This is an optimization exercise on Yosys and OpenROAD, whose aim is small area, a short achievable clock period and few clock cycles, not a production implementation.

==> inputs of job 9537 <==
==> flow/design.v <==
module alu_md #(
  parameter int unsigned WIDTH = 32,
  parameter int unsigned SAW   = 5,
  parameter int unsigned CW    = 6
) (
  input  logic             clk,
  input  logic             reset,
  input  logic [WIDTH-1:0] RSbus,
  input  logic [WIDTH-1:0] RTbus,
  input  logic [WIDTH-1:0] Imm,
  input  logic             UseImm,
  input  logic [7:0]       SEL,
  input  logic             Start,
  input  logic             ReadLabel,
  input  logic             WriteLabel,
  output logic [WIDTH-1:0] ALUout,
  output logic [WIDTH-1:0] HI,
  output logic [WIDTH-1:0] LO,
  output logic             Busy,
  output logic             Done
);
  logic        s_mul, s_mulx, s_daln, s_div, s_fixq, s_fixr;
  logic [33:0] opa;       
  logic [4:0]  cnt;
  logic        last;      
  logic        hx;        
  logic        ext;       
  logic        shrt;      
  logic        negq, negr;
  logic [5:0]  nclz;      
  logic [4:0]  dclz;      
  logic        dneg;      
  logic        dvneg;     
  logic        one0, two0, neg0, one1, two1, neg1;    
  logic        unused_labels;
  assign unused_labels = ReadLabel ^ WriteLabel;
  logic [31:0] y;
  logic [4:0]  sa;
  logic        accept;
  logic        op_mul, op_div, op_sgn;
  assign y      = UseImm ? Imm : RTbus;    
  assign sa     = UseImm ? Imm[10:6] : RSbus[4:0];
  assign accept = Start & ~Busy;
  assign op_mul = (SEL == 8'h10) || (SEL == 8'h11);
  assign op_div = (SEL == 8'h12) || (SEL == 8'h13);
  assign op_sgn = ~SEL[0];
  logic        sub;
  logic [33:0] sumc;
  logic [32:0] sum;
  logic        slt, sltu;
  assign sub  = (SEL[2:0] == 3'd5) || (SEL[2:1] == 2'b11);
  assign sumc = {1'b0, RSbus, 1'b1} + {1'b0, y ^ {32{sub}}, sub};
  assign sum  = sumc[33:1];
  assign sltu = ~sum[32];
  assign slt  = (RSbus[31] ^ y[31]) ? RSbus[31] : sum[31];
  logic [31:0] shsrc;
  logic        sh_l, sh_a;
  logic [4:0]  shamt, famt;
  logic [31:0] fa, fb;
  logic [63:0] fcat;
  logic [32:0] shout;
  assign shsrc = s_daln ? opa[31:0] : RTbus;
  assign sh_l  = s_daln | SEL[1];
  assign sh_a  = ~SEL[0] & RTbus[31];
  assign shamt = s_daln ? sdiff[4:0] : sa;
  assign famt  = sh_l ? ~shamt : shamt;
  assign fa    = sh_l ? {s_daln & dvneg, shsrc[31:1]} : {32{sh_a}};
  assign fb    = sh_l ? {shsrc[0], 31'b0} : shsrc;
  assign fcat  = {fa, fb} >> famt;
  assign shout = fcat[32:0];
  logic [31:0] alu_res;
  logic        alu_we;
  always_comb begin
    alu_we  = 1'b1;
    alu_res = '0;
    case (SEL)
      8'h00, 8'h05: alu_res = sum[31:0];
      8'h01:        alu_res = RSbus & y;
      8'h02:        alu_res = RSbus ^ y;
      8'h03:        alu_res = RSbus | y;
      8'h04:        alu_res = ~(RSbus | y);
      8'h06:        alu_res = {31'b0, sltu};
      8'h07:        alu_res = {31'b0, slt};
      8'h08, 8'h09, 8'h0A: alu_res = shout[31:0];
      8'h14:        alu_res = HI;
      8'h15:        alu_res = LO;
      8'h10, 8'h11, 8'h12, 8'h13, 8'h16, 8'h17: alu_we = 1'b0;
      default:      alu_res = '0;
    endcase
  end
  logic y_short;
  assign y_short = (y[31:15] == 17'h0) || (op_sgn && (y[31:15] == 17'h1ffff));
  function automatic logic [2:0] booth(input logic b1, input logic b0, input logic bm);
    booth[2] = b0 ^ bm;                                    
    booth[1] = (b1 & ~b0 & ~bm) | (~b1 & b0 & bm);         
    booth[0] = b1;                                         
  endfunction
  function automatic logic [5:0] clz32(input logic [31:0] v);
    logic [15:0] z1; logic [15:0]     c1;
    logic [7:0]  z2; logic [7:0][1:0] c2;
    logic [3:0]  z3; logic [3:0][2:0] c3;
    logic [1:0]  z4; logic [1:0][3:0] c4;
    for (int i = 0; i < 16; i++) begin
      z1[i] = ~(v[2*i+1] | v[2*i]);
      c1[i] = ~v[2*i+1];
    end
    for (int i = 0; i < 8; i++) begin
      z2[i] = z1[2*i+1] & z1[2*i];
      c2[i] = z1[2*i+1] ? {1'b1, c1[2*i]} : {1'b0, c1[2*i+1]};
    end
    for (int i = 0; i < 4; i++) begin
      z3[i] = z2[2*i+1] & z2[2*i];
      c3[i] = z2[2*i+1] ? {1'b1, c2[2*i]} : {1'b0, c2[2*i+1]};
    end
    for (int i = 0; i < 2; i++) begin
      z4[i] = z3[2*i+1] & z3[2*i];
      c4[i] = z3[2*i+1] ? {1'b1, c3[2*i]} : {1'b0, c3[2*i+1]};
    end
    clz32 = (z4[1] & z4[0]) ? 6'd32 : (z4[1] ? {2'b01, c4[0]} : {2'b00, c4[1]});
  endfunction
  logic        y_zero, negn, negd;
  logic [5:0]  clzn, clzd;
  assign negn   = op_sgn & RSbus[31];
  assign negd   = op_sgn & y[31];
  assign y_zero = (y == 32'b0);
  assign clzn   = clz32(RSbus ^ {32{negn}});
  assign clzd   = clz32(y ^ {32{negd}});
  logic [6:0] sdiff;
  assign sdiff = {2'b0, dclz} - {1'b0, nclz} + {6'b0, dneg};
  logic [36:0] av, x37, pp0, pp1, cv, sv, cc;
  logic [37:0] s38;
  logic [36:0] s37;
  logic        fix, dborrow;
  assign fix = s_fixq | s_fixr | (s_daln & negr);
  assign x37 = {{3{opa[33]}}, opa};
  assign pp0 = (({37{one0}} & x37) | ({37{two0}} & {x37[35:0], 1'b0})) ^ {37{neg0}};
  assign pp1 = (({37{one1}} & {x37[34:0], 2'b0}) | ({37{two1}} & {x37[33:0], 3'b0}))
               ^ {37{neg1}};
  always_comb begin
    if (s_fixq)      av = ~{5'b0, LO};
    else if (s_fixr | s_daln) av = ~{5'b0, HI};
    else             av = {{4{hx}}, hx, HI};
  end
  assign sv      = av ^ pp0 ^ pp1;
  assign cv      = (av & pp0) | (av & pp1) | (pp0 & pp1);
  assign cc      = {cv[35:0], neg1};
  assign s38     = {sv, 1'b1} + {cc, (neg0 | fix)};
  assign s37     = s38[37:1];
  assign dborrow = s37[36];
  logic [31:0] alu_nxt, hi_nxt, lo_nxt;
  logic [33:0] opa_nxt;
  logic [4:0]  cnt_nxt, dclz_nxt;
  logic [5:0]  nclz_nxt;
  logic [5:0]  bctl_nxt;
  logic        n_mul, n_mulx, n_daln, n_div, n_fixq, n_fixr;
  logic        last_nxt, hx_nxt, ext_nxt, shrt_nxt, negq_nxt, negr_nxt, dneg_nxt, dvneg_nxt, done_nxt;
  always_comb begin
    {n_mul, n_mulx, n_daln, n_div, n_fixq, n_fixr} = 6'b0;
    alu_nxt  = ALUout;
    hi_nxt   = HI;
    lo_nxt   = LO;
    opa_nxt  = opa;
    cnt_nxt  = cnt;
    last_nxt = last;
    hx_nxt   = hx;
    ext_nxt  = ext;
    shrt_nxt = shrt;
    negq_nxt = negq;
    negr_nxt = negr;
    nclz_nxt = nclz;
    dclz_nxt = dclz;
    dneg_nxt = dneg;
    dvneg_nxt = dvneg;
    bctl_nxt = 6'b0;
    done_nxt = 1'b0;
    if (accept) begin
      if (alu_we) alu_nxt = alu_res;
      if (SEL == 8'h16) hi_nxt = RSbus;
      if (SEL == 8'h17) lo_nxt = RSbus;
      done_nxt = 1'b1;
      if (op_mul) begin
        done_nxt = 1'b0;
        n_mul    = 1'b1;
        hi_nxt   = '0;
        hx_nxt   = 1'b0;
        lo_nxt   = y;
        opa_nxt  = {{2{op_sgn & RSbus[31]}}, RSbus};
        shrt_nxt = y_short;
        cnt_nxt  = y_short ? 5'd3 : 5'd7;
        last_nxt = 1'b0;
        ext_nxt  = ~op_sgn & y[31];
        bctl_nxt = {booth(y[1], y[0], 1'b0), booth(y[3], y[2], y[1])};
      end
      if (op_div) begin
        if (y_zero) begin
          hi_nxt = RSbus;
          lo_nxt = '1;
        end else begin
          done_nxt = 1'b0;
          n_daln   = 1'b1;
          hi_nxt   = RSbus;
          hx_nxt   = 1'b0;
          lo_nxt   = '0;
          opa_nxt  = {{2{negd}}, y};
          dvneg_nxt = negd;
          negq_nxt = negn ^ negd;
          negr_nxt = negn;
          nclz_nxt = clzn;
          dclz_nxt = clzd[5] ? 5'd31 : clzd[4:0];
          dneg_nxt = negn;
        end
      end
    end
    if (s_mul) begin
      {hx_nxt, hi_nxt} = s37[36:4];
      lo_nxt   = {s37[3:0], LO[31:4]};
      cnt_nxt  = cnt - 5'd1;
      last_nxt = (cnt == 5'd1);
      bctl_nxt = {booth(LO[5], LO[4], LO[3]), booth(LO[7], LO[6], LO[5])};
      if (last) begin
        if (shrt) begin
          hi_nxt = {{15{s37[36]}}, s37[36:20]};
          lo_nxt = {s37[19:0], LO[31:20]};
        end
        if (ext) begin
          n_mulx   = 1'b1;
          bctl_nxt = 6'b100_000;    
        end else done_nxt = 1'b1;
      end else n_mul = 1'b1;
    end
    if (s_mulx) begin
      hi_nxt   = s37[31:0];
      done_nxt = 1'b1;
    end
    if (s_daln) begin
      if (sdiff[6]) begin
        done_nxt = 1'b1;
      end else begin
        if (negr) hi_nxt = s37[31:0];
        n_div    = 1'b1;
        opa_nxt  = {dvneg, shout};
        cnt_nxt  = sdiff[4:0];
        last_nxt = (sdiff[4:0] == 5'd0);
        bctl_nxt = {2'b10, ~dvneg, 3'b000};    
      end
    end
    if (s_div) begin
      if (!dborrow) hi_nxt = s37[31:0];
      lo_nxt   = {LO[30:0], ~dborrow};
      opa_nxt  = {opa[33], opa[33:1]};
      cnt_nxt  = cnt - 5'd1;
      last_nxt = (cnt == 5'd1);
      bctl_nxt = {one0, two0, neg0, 3'b000};
      if (last) begin
        bctl_nxt = 6'b0;
        if (negq) n_fixq = 1'b1;
        else if (negr) n_fixr = 1'b1;
        else done_nxt = 1'b1;
      end else n_div = 1'b1;
    end
    if (s_fixq) begin
      lo_nxt = s37[31:0];
      if (negr) n_fixr = 1'b1;
      else done_nxt = 1'b1;
    end
    if (s_fixr) begin
      hi_nxt   = s37[31:0];
      done_nxt = 1'b1;
    end
  end
  always_ff @(posedge clk or posedge reset) begin
    if (reset) begin
      ALUout <= '0;
      HI     <= '0;
      LO     <= '0;
      Busy   <= 1'b0;
      Done   <= 1'b0;
      s_mul  <= 1'b0;
      s_mulx <= 1'b0;
      s_daln <= 1'b0;
      s_div  <= 1'b0;
      s_fixq <= 1'b0;
      s_fixr <= 1'b0;
    end else begin
      ALUout <= alu_nxt;
      HI     <= hi_nxt;
      LO     <= lo_nxt;
      Busy   <= n_mul | n_mulx | n_daln | n_div | n_fixq | n_fixr;
      Done   <= done_nxt;
      s_mul  <= n_mul;
      s_mulx <= n_mulx;
      s_daln <= n_daln;
      s_div  <= n_div;
      s_fixq <= n_fixq;
      s_fixr <= n_fixr;
    end
  end
  always_ff @(posedge clk) begin
    opa  <= opa_nxt;
    cnt  <= cnt_nxt;
    last <= last_nxt;
    hx   <= hx_nxt;
    ext  <= ext_nxt;
    shrt <= shrt_nxt;
    negq <= negq_nxt;
    negr <= negr_nxt;
    nclz <= nclz_nxt;
    dclz <= dclz_nxt;
    dneg <= dneg_nxt;
    dvneg <= dvneg_nxt;
    {one0, two0, neg0, one1, two1, neg1} <= bctl_nxt;
  end
endmodule
==> flow/run.sh <==
#!/bin/bash
# synth_recipe.tcl (not shown) runs the flow's synth.tcl, then flattens the netlist and writes it again
# the make line also repeats each setting of config.mk as NAME=value (left out here)
make -C /OpenROAD-flow-scripts/flow DESIGN_CONFIG=/design/flow/config.mk WORK_HOME=/design/flow/orfs CLKGATE_MAP_FILE= SYNTH_SCRIPT=/design/flow/synth_recipe.tcl finish
==> flow/config.mk <==
export PLATFORM = sky130hd
export DESIGN_NAME = alu_md
export DESIGN_NICKNAME = alu_md
export VERILOG_FILES = /design/flow/design.v
export SDC_FILE = /design/flow/constraint.sdc
export NUM_CORES = 4
export LEC_CHECK = 0
export ABC_AREA = 1
export CAP_MARGIN = 20
export CORE_MARGIN = 2
export CORE_UTILIZATION = 40
export SLEW_MARGIN = 20
==> flow/constraint.sdc <==
create_clock -name core_clock -period 6.0 [get_ports {clk}]
set_input_delay 1.2000 -clock core_clock [delete_from_list [all_inputs] [get_ports {clk}]]
set_output_delay 1.2000 -clock core_clock [all_outputs]
set_load 0.01 [all_outputs]
==> job 5777 (differences from job 9537) <==
--- a/flow/design.v
+++ b/flow/design.v
@@ -27,3 +27,3 @@
   logic        ext;       
-  logic        shrt;      
+  logic [1:0]  mcls;      
   logic        negq, negr;
@@ -55,17 +55,23 @@
   assign slt  = (RSbus[31] ^ y[31]) ? RSbus[31] : sum[31];
+  function automatic logic [32:0] rev33(input logic [32:0] v);
+    for (int i = 0; i < 33; i++) rev33[i] = v[32-i];
+  endfunction
   logic [31:0] shsrc;
-  logic        sh_l, sh_a;
-  logic [4:0]  shamt, famt;
-  logic [31:0] fa, fb;
-  logic [63:0] fcat;
-  logic [32:0] shout;
+  logic        sh_l, fill;
+  logic [4:0]  shamt;
+  logic [32:0] shin, shr, shout;
   assign shsrc = s_daln ? opa[31:0] : RTbus;
   assign sh_l  = s_daln | SEL[1];
-  assign sh_a  = ~SEL[0] & RTbus[31];
+  assign fill  = ~sh_l & ~SEL[0] & RTbus[31];
   assign shamt = s_daln ? sdiff[4:0] : sa;
-  assign famt  = sh_l ? ~shamt : shamt;
-  assign fa    = sh_l ? {s_daln & dvneg, shsrc[31:1]} : {32{sh_a}};
-  assign fb    = sh_l ? {shsrc[0], 31'b0} : shsrc;
-  assign fcat  = {fa, fb} >> famt;
-  assign shout = fcat[32:0];
+  assign shin  = sh_l ? rev33({s_daln & dvneg, shsrc}) : {fill, shsrc};
+  always_comb begin
+    shr = shin;
+    if (shamt[4]) shr = {{16{fill}}, shr[32:16]};
+    if (shamt[3]) shr = {{8{fill}},  shr[32:8]};
+    if (shamt[2]) shr = {{4{fill}},  shr[32:4]};
+    if (shamt[1]) shr = {{2{fill}},  shr[32:2]};
+    if (shamt[0]) shr = {fill,       shr[32:1]};
+  end
+  assign shout = sh_l ? rev33(shr) : shr;
   logic [31:0] alu_res;
@@ -90,4 +96,18 @@
   end
-  logic y_short;
-  assign y_short = (y[31:15] == 17'h0) || (op_sgn && (y[31:15] == 17'h1ffff));
+  function automatic logic [1:0] mclass(input logic [31:0] v, input logic sg);
+    logic f8, f16, f24;
+    f8  = (v[31:7]  == 25'h0) || (sg && (v[31:7]  == 25'h1ffffff));
+    f16 = (v[31:15] == 17'h0) || (sg && (v[31:15] == 17'h1ffff));
+    f24 = (v[31:23] == 9'h0)  || (sg && (v[31:23] == 9'h1ff));
+    mclass = f8 ? 2'd0 : f16 ? 2'd1 : f24 ? 2'd2 : 2'd3;
+  endfunction
+  logic [1:0]  y_cls, rs_cls, m_cls;
+  logic        mswap;
+  logic [31:0] mplier, mcand;
+  assign y_cls  = mclass(y, op_sgn);
+  assign rs_cls = mclass(RSbus, op_sgn);
+  assign mswap  = rs_cls < y_cls;
+  assign m_cls  = mswap ? rs_cls : y_cls;
+  assign mplier = mswap ? RSbus : y;
+  assign mcand  = mswap ? y : RSbus;
   function automatic logic [2:0] booth(input logic b1, input logic b0, input logic bm);
@@ -154,4 +174,5 @@
   logic [5:0]  bctl_nxt;
+  logic [1:0]  mcls_nxt;
   logic        n_mul, n_mulx, n_daln, n_div, n_fixq, n_fixr;
-  logic        last_nxt, hx_nxt, ext_nxt, shrt_nxt, negq_nxt, negr_nxt, dneg_nxt, dvneg_nxt, done_nxt;
+  logic        last_nxt, hx_nxt, ext_nxt, negq_nxt, negr_nxt, dneg_nxt, dvneg_nxt, done_nxt;
   always_comb begin
@@ -166,3 +187,3 @@
     ext_nxt  = ext;
-    shrt_nxt = shrt;
+    mcls_nxt = mcls;
     negq_nxt = negq;
@@ -185,9 +206,9 @@
         hx_nxt   = 1'b0;
-        lo_nxt   = y;
-        opa_nxt  = {{2{op_sgn & RSbus[31]}}, RSbus};
-        shrt_nxt = y_short;
-        cnt_nxt  = y_short ? 5'd3 : 5'd7;
+        lo_nxt   = mplier;
+        opa_nxt  = {{2{op_sgn & mcand[31]}}, mcand};
+        mcls_nxt = m_cls;
+        cnt_nxt  = {2'b0, m_cls, 1'b1};
         last_nxt = 1'b0;
-        ext_nxt  = ~op_sgn & y[31];
-        bctl_nxt = {booth(y[1], y[0], 1'b0), booth(y[3], y[2], y[1])};
+        ext_nxt  = ~op_sgn & mplier[31];
+        bctl_nxt = {booth(mplier[1], mplier[0], 1'b0), booth(mplier[3], mplier[2], mplier[1])};
       end
@@ -220,6 +241,17 @@
       if (last) begin
-        if (shrt) begin
-          hi_nxt = {{15{s37[36]}}, s37[36:20]};
-          lo_nxt = {s37[19:0], LO[31:20]};
-        end
+        case (mcls)
+          2'd0: begin
+            hi_nxt = {{23{s37[36]}}, s37[36:28]};
+            lo_nxt = {s37[27:0], LO[31:28]};
+          end
+          2'd1: begin
+            hi_nxt = {{15{s37[36]}}, s37[36:20]};
+            lo_nxt = {s37[19:0], LO[31:20]};
+          end
+          2'd2: begin
+            hi_nxt = {{7{s37[36]}}, s37[36:12]};
+            lo_nxt = {s37[11:0], LO[31:12]};
+          end
+          default: ;
+        endcase
         if (ext) begin
@@ -303,3 +335,3 @@
     ext  <= ext_nxt;
-    shrt <= shrt_nxt;
+    mcls <= mcls_nxt;
     negq <= negq_nxt;
Settings changed: SETUP_SLACK_MARGIN from default to 2.0.
==> job 1210 (differences from job 9537) <==
--- a/flow/design.v
+++ b/flow/design.v
@@ -27,3 +27,3 @@
   logic        ext;       
-  logic        shrt;      
+  logic [1:0]  mcls;      
   logic        negq, negr;
@@ -90,4 +90,18 @@
   end
-  logic y_short;
-  assign y_short = (y[31:15] == 17'h0) || (op_sgn && (y[31:15] == 17'h1ffff));
+  function automatic logic [1:0] mclass(input logic [31:0] v, input logic sg);
+    logic f8, f16, f24;
+    f8  = (v[31:7]  == 25'h0) || (sg && (v[31:7]  == 25'h1ffffff));
+    f16 = (v[31:15] == 17'h0) || (sg && (v[31:15] == 17'h1ffff));
+    f24 = (v[31:23] == 9'h0)  || (sg && (v[31:23] == 9'h1ff));
+    mclass = f8 ? 2'd0 : f16 ? 2'd1 : f24 ? 2'd2 : 2'd3;
+  endfunction
+  logic [1:0]  y_cls, rs_cls, m_cls;
+  logic        mswap;
+  logic [31:0] mplier, mcand;
+  assign y_cls  = mclass(y, op_sgn);
+  assign rs_cls = mclass(RSbus, op_sgn);
+  assign mswap  = rs_cls < y_cls;
+  assign m_cls  = mswap ? rs_cls : y_cls;
+  assign mplier = mswap ? RSbus : y;
+  assign mcand  = mswap ? y : RSbus;
   function automatic logic [2:0] booth(input logic b1, input logic b0, input logic bm);
@@ -154,4 +168,5 @@
   logic [5:0]  bctl_nxt;
+  logic [1:0]  mcls_nxt;
   logic        n_mul, n_mulx, n_daln, n_div, n_fixq, n_fixr;
-  logic        last_nxt, hx_nxt, ext_nxt, shrt_nxt, negq_nxt, negr_nxt, dneg_nxt, dvneg_nxt, done_nxt;
+  logic        last_nxt, hx_nxt, ext_nxt, negq_nxt, negr_nxt, dneg_nxt, dvneg_nxt, done_nxt;
   always_comb begin
@@ -166,3 +181,3 @@
     ext_nxt  = ext;
-    shrt_nxt = shrt;
+    mcls_nxt = mcls;
     negq_nxt = negq;
@@ -185,9 +200,9 @@
         hx_nxt   = 1'b0;
-        lo_nxt   = y;
-        opa_nxt  = {{2{op_sgn & RSbus[31]}}, RSbus};
-        shrt_nxt = y_short;
-        cnt_nxt  = y_short ? 5'd3 : 5'd7;
+        lo_nxt   = mplier;
+        opa_nxt  = {{2{op_sgn & mcand[31]}}, mcand};
+        mcls_nxt = m_cls;
+        cnt_nxt  = {2'b0, m_cls, 1'b1};
         last_nxt = 1'b0;
-        ext_nxt  = ~op_sgn & y[31];
-        bctl_nxt = {booth(y[1], y[0], 1'b0), booth(y[3], y[2], y[1])};
+        ext_nxt  = ~op_sgn & mplier[31];
+        bctl_nxt = {booth(mplier[1], mplier[0], 1'b0), booth(mplier[3], mplier[2], mplier[1])};
       end
@@ -220,6 +235,17 @@
       if (last) begin
-        if (shrt) begin
-          hi_nxt = {{15{s37[36]}}, s37[36:20]};
-          lo_nxt = {s37[19:0], LO[31:20]};
-        end
+        case (mcls)
+          2'd0: begin
+            hi_nxt = {{23{s37[36]}}, s37[36:28]};
+            lo_nxt = {s37[27:0], LO[31:28]};
+          end
+          2'd1: begin
+            hi_nxt = {{15{s37[36]}}, s37[36:20]};
+            lo_nxt = {s37[19:0], LO[31:20]};
+          end
+          2'd2: begin
+            hi_nxt = {{7{s37[36]}}, s37[36:12]};
+            lo_nxt = {s37[11:0], LO[31:12]};
+          end
+          default: ;
+        endcase
         if (ext) begin
@@ -303,3 +329,3 @@
     ext  <= ext_nxt;
-    shrt <= shrt_nxt;
+    mcls <= mcls_nxt;
     negq <= negq_nxt;
==> flow_metrics.py <==
metrics = {
    "layout": {
        "n_multi_input_combinational_cell": 3671,
    },
    "synth": {
        "ff_latch_count_synth": 167,
    },
    "status": {
        "status": "timing/DRC/antenna clean",
    },
}
# the run above: job 9537

==> flow_metrics.py <==
metrics = {
    "placed_design": {
        "place_congestion": 1.092,
    },
    "layout": {
        "number_of_flip_flops_under_the_largest_register_name": 34,
        "n_multi_input_combinational_cell": 3527,
    },
    "synth": {
        "ff_latch_count_synth": 168,
    },
    "status": {
        "status": "timing/DRC/antenna clean",
    },
}
# the run above: job 5777

==> flow_metrics.py <==
metrics = {
    "synth": {
        "ff_latch_count_synth": 168,
    },
    "layout": {
        "area_delta_synth_final_pct": 13.93,
        "n_multi_input_combinational_cell": 3736,
    },
    "status": {
        "status": "timing/DRC/antenna clean",
    },
}
# the run above: job 1210

Function was not checked in any run of this note: the RTL went through the layout flow alone.

-- what the ideal ports hide --
In the flow no input, the clock included, has a driving cell. The finished layouts below were timed again as built, in two steps.
Step 1 (the two cells are an assumption about what drives the block):
set clk [get_ports {clk}]
set_driving_cell -lib_cell sky130_fd_sc_hd__clkbuf_16 $clk
set_driving_cell -lib_cell sky130_fd_sc_hd__buf_2 [delete_from_list [all_inputs] $clk]
Step 2 adds t to the input delays and takes it off the output delays; t is the mean of the earliest and latest rising clock arrival at the registers after step 1. Input paths then give back, and output paths get back, about the clock's delay inside the block.
a / b / c = no drivers / after step 1 / after step 2; a / b = the first two.
run | shift t [ns] | setup slack, ns | worst hold slack (ns) | pins driven straight from the clock port
job 9537 | 0.557 | 0.623 / 0.623 / 0.411 | 0.469 / 0.469 / 0.469 | 1
job 5777 | 0.595 | 1.828 / 1.828 / 1.446 | 0.466 / 0.466 / 0.466 | 1
job 1210 | 0.577 | 0.624 / 0.624 / 0.438 | 0.461 / 0.461 / 0.461 | 1
After both steps every run listed still meets setup and hold. The setup slack of job 5777, which loses most, moves by 0.000 ns with the drivers and by -0.382 ns with both steps.
